From an optimization exercise on the open Yosys and OpenROAD flow, aimed at small area, a short achievable clock period and few clock cycles per item; shortcuts taken in it are not production practice. Only simulation tests tie the RTL to the original design; equivalence was not proved.

Setup of P:
Design q16_16_fixed_point_alu, start of the top module:
module q16_16_fixed_point_alu (
   input  logic                                 clock,
   input  logic                                 reset,
   input  logic                                 req_valid,
   output logic                                 req_ready,
   input  logic [q16_pkg::OpWidth-1:0]          req_type,
   input  logic signed [q16_pkg::DataWidth-1:0] operand_a,
   input  logic signed [q16_pkg::DataWidth-1:0] operand_b,
   output logic                                 rsp_valid,
   input  logic                                 rsp_ready,
   output logic signed [q16_pkg::DataWidth-1:0] result_value,
   output logic [q16_pkg::StatWidth-1:0]        status
);
   localparam logic [1:0] KMul  = 2'd0;    
   localparam logic [1:0] KDiv  = 2'd1;
   localparam logic [1:0] KRem  = 2'd2;
   localparam logic [1:0] KZero = 2'd3;
   logic [31:0] aq, bq;
   logic [2:0]  opq;
   logic        sbq;       
   logic        bzq;       
   logic        e_busy, e_first, e_ovf, e_nost;
   logic [4:0]  e_cnt;
   logic [66:0] S;         
   logic        f_valid, f_s, f_ovf, f_div0;
   logic [1:0]  f_kind;
   logic is_add, is_sub, is_mul, is_div, is_rem, is_zero, is_dr;
   assign is_add  = (opq == q16_pkg::OpAdd);
   assign is_sub  = (opq == q16_pkg::OpSub);
   assign is_mul  = (opq == q16_pkg::OpMul);
   assign is_div  = (opq == q16_pkg::OpDiv);
   assign is_rem  = (opq == q16_pkg::OpRem);
   assign is_zero = (opq[2] & (opq[1] | opq[0]));
   assign is_dr   = is_div | is_rem;
   logic e_done, e_adv, cap;
   always_comb begin
  ...
clock: 12.0 ns
lec_check: 0
abc_area: 1
cap_margin: 20
core_margin: 2
core_utilization: 55
setup_slack_margin: 5
slew_margin: 20
run.sh (not shown) runs the stock make flow with config.mk's settings and CLKGATE_MAP_FILE= SYNTH_SCRIPT=/design/flow/synth_recipe.tcl, a recipe that flattens the netlist after the stock synthesis.
P: no failed stages, no open violations at the end
Testbench counts of P, summed over its fixed seeds: cycles 14,006, ops 4,800.
[inputs] Q vs P
--- a/flow/design.v
+++ b/flow/design.v
@@ -161,56 +161,72 @@
       logic [5:0]  l;
       y = x ^ {32{x[31]}};
       l = 6'd0;
       for (int i = 0; i < 32; i++) if (y[i]) l = i + 1;
       len_sig = l;
    endfunction
    logic [31:0] amag, bmag;
    logic [5:0]  la, lb;
    logic signed [7:0] z, la_s, lb_s, sa_s;
-   logic [3:0]  ssel;      
+   logic [2:0]  ssel;      
    logic        preovf;
    logic [4:0]  steps;
    logic [66:0] sinit;
    assign amag = aq[31] ? (~aq + 32'd1) : aq;
    assign bmag = bq[31] ? (~bq + 32'd1) : bq;
    assign la   = len_sig(operand_a);
    assign lb   = len_sig(operand_b);
    logic [5:0] la_q, lb_q;
    always_comb begin
       la_s = {2'b00, la_q};
       lb_s = {2'b00, lb_q};
       sa_s = {7'd0, aq[31]};
-      z = (is_div ? 8'sd18 : 8'sd31) - la_s - sa_s + lb_s;
+      z = (is_div ? 8'sd18 : 8'sd35) - la_s - sa_s + lb_s;
       preovf = is_div & z[7];
-      if (z >= 8'sd32)      ssel = 4'd8;
-      else if (z[7])        ssel = 4'd0;
-      else                  ssel = {1'b0, z[4:2]};
+      if (z >= 8'sd36 && !is_div) ssel = 3'd6;
+      else if (z >= 8'sd30)       ssel = 3'd5;
+      else if (z >= 8'sd24)       ssel = 3'd4;
+      else if (z >= 8'sd18)       ssel = 3'd3;
+      else if (z >= 8'sd12)       ssel = 3'd2;
+      else if (z >= 8'sd6)        ssel = 3'd1;
+      else                        ssel = 3'd0;
+      case (ssel)
+         3'd0: steps = 5'd12;
+         3'd1: steps = 5'd10;
+         3'd2: steps = 5'd8;
+         3'd3: steps = 5'd6;
+         3'd4: steps = 5'd4;
+         3'd5: steps = 5'd2;
+         default: steps = 5'd0;
+      endcase
       if (preovf) steps = 5'd0;
-      else        steps = (is_div ? 5'd18 : 5'd16) - {ssel, 1'b0};
    end
    always_comb begin
-      sinit = is_div ? ({35'd0, amag} << (17 + 4 * ssel)) : ({35'd0, amag} << (4 + 4 * ssel));
+      sinit = is_div ? ({35'd0, amag} << (17 + 6 * ssel)) : ({35'd0, amag} << (6 * ssel));
    end
-   logic [31:0] r1, r2;
-   logic [32:0] t1, t2;
-   logic        q1, q2;
-   logic [30:0] rem1, rem2;
+   logic [31:0] r1, r2, r3;
+   logic [32:0] t1, t2, t3;
+   logic        q1, q2, q3;
+   logic [30:0] rem1, rem2, rem3;
    logic [66:0] snext_div;
    assign r1   = {S[66:36], S[35]};
    assign t1   = {1'b0, r1} - {1'b0, bq};
    assign q1   = ~t1[32];
    assign rem1 = q1 ? t1[30:0] : r1[30:0];
    assign r2   = {rem1, S[34]};
    assign t2   = {1'b0, r2} - {1'b0, bq};
    assign q2   = ~t2[32];
    assign rem2 = q2 ? t2[30:0] : r2[30:0];
-   assign snext_div = {rem2, S[33:0], q1, q2};
+   assign r3   = {rem2, S[33]};
+   assign t3   = {1'b0, r3} - {1'b0, bq};
+   assign q3   = ~t3[32];
+   assign rem3 = q3 ? t3[30:0] : r3[30:0];
+   assign snext_div = {rem3, S[32:0], q1, q2, q3};
    always_ff @(posedge clock) begin
       if (cap) begin
          aq    <= a_in;
          bq    <= b_in;
          opq   <= req_type;
          sbq   <= operand_b[31];
          bzq   <= (operand_b == 32'd0);
          e_cnt <= {3'd0, mj_in};
          la_q  <= la;
==> summary.txt <==
- The non-clock buffer count in the final layout of Q exceeds that of P by about 40%.
- Diff Q and P: final cell area excluding filler cells lower in P
- In the tables for Q and P, count of standard-cell rows reads lower with P.
- Q ends up with a time the worst path needs with I/O delays and setup that is 0.48 ns higher than in P.
- Against P as the reference, Q delivers a higher core utilization.
- Number of logic inverters in the finished layout, Q and P: lower on P
- Delta (Q minus P): global-route usage over all layers went up; final HPWL from detailed placement rose by 12000 µm; routed via count divided by cell count essentially unchanged; largest net degree at the start of global routing saw a decrease.
- Higher layout clock buffer count was reported by Q, not P.
- In Q relative to P, area after synthesis had gone up by a little under 10%.
- Row tightest slew margin relative to the limit: Q higher / P lower
Testbench counts of Q, summed over its fixed seeds: cycles 11,712, ops 4,800.

## separate check: timing with driven ports
The flow's constraints put no driver on any port. The routed layouts listed below were extracted and timed again, unchanged, in two steps.
Step 1 (the two cells are an assumption about what drives the block):
set clk [get_ports {clock}]
set_driving_cell -lib_cell sky130_fd_sc_hd__clkbuf_16 $clk
set_driving_cell -lib_cell sky130_fd_sc_hd__buf_2 [delete_from_list [all_inputs] $clk]
Step 2 adds t to the input delays and takes it off the output delays; t is the mean of the earliest and latest rising clock arrival at the registers after step 1. Input paths then give back, and output paths get back, about the clock's delay inside the block.
Three values: no drivers, after step 1, after step 2; two values: the first two.
run | t (ns) | setup WS [ns] | hold slack, ns | worst setup path at the end | cell pins on the clock port's net
P | 0.550 | 4.934 / 4.865 / 4.948 | 0.514 / 0.514 / 0.514 | input to register | 1
Q | 0.563 | 4.452 / 4.452 / 4.452 | 0.491 / 0.491 / 0.491 | register to register | 1
After both steps every run listed still meets setup and hold.
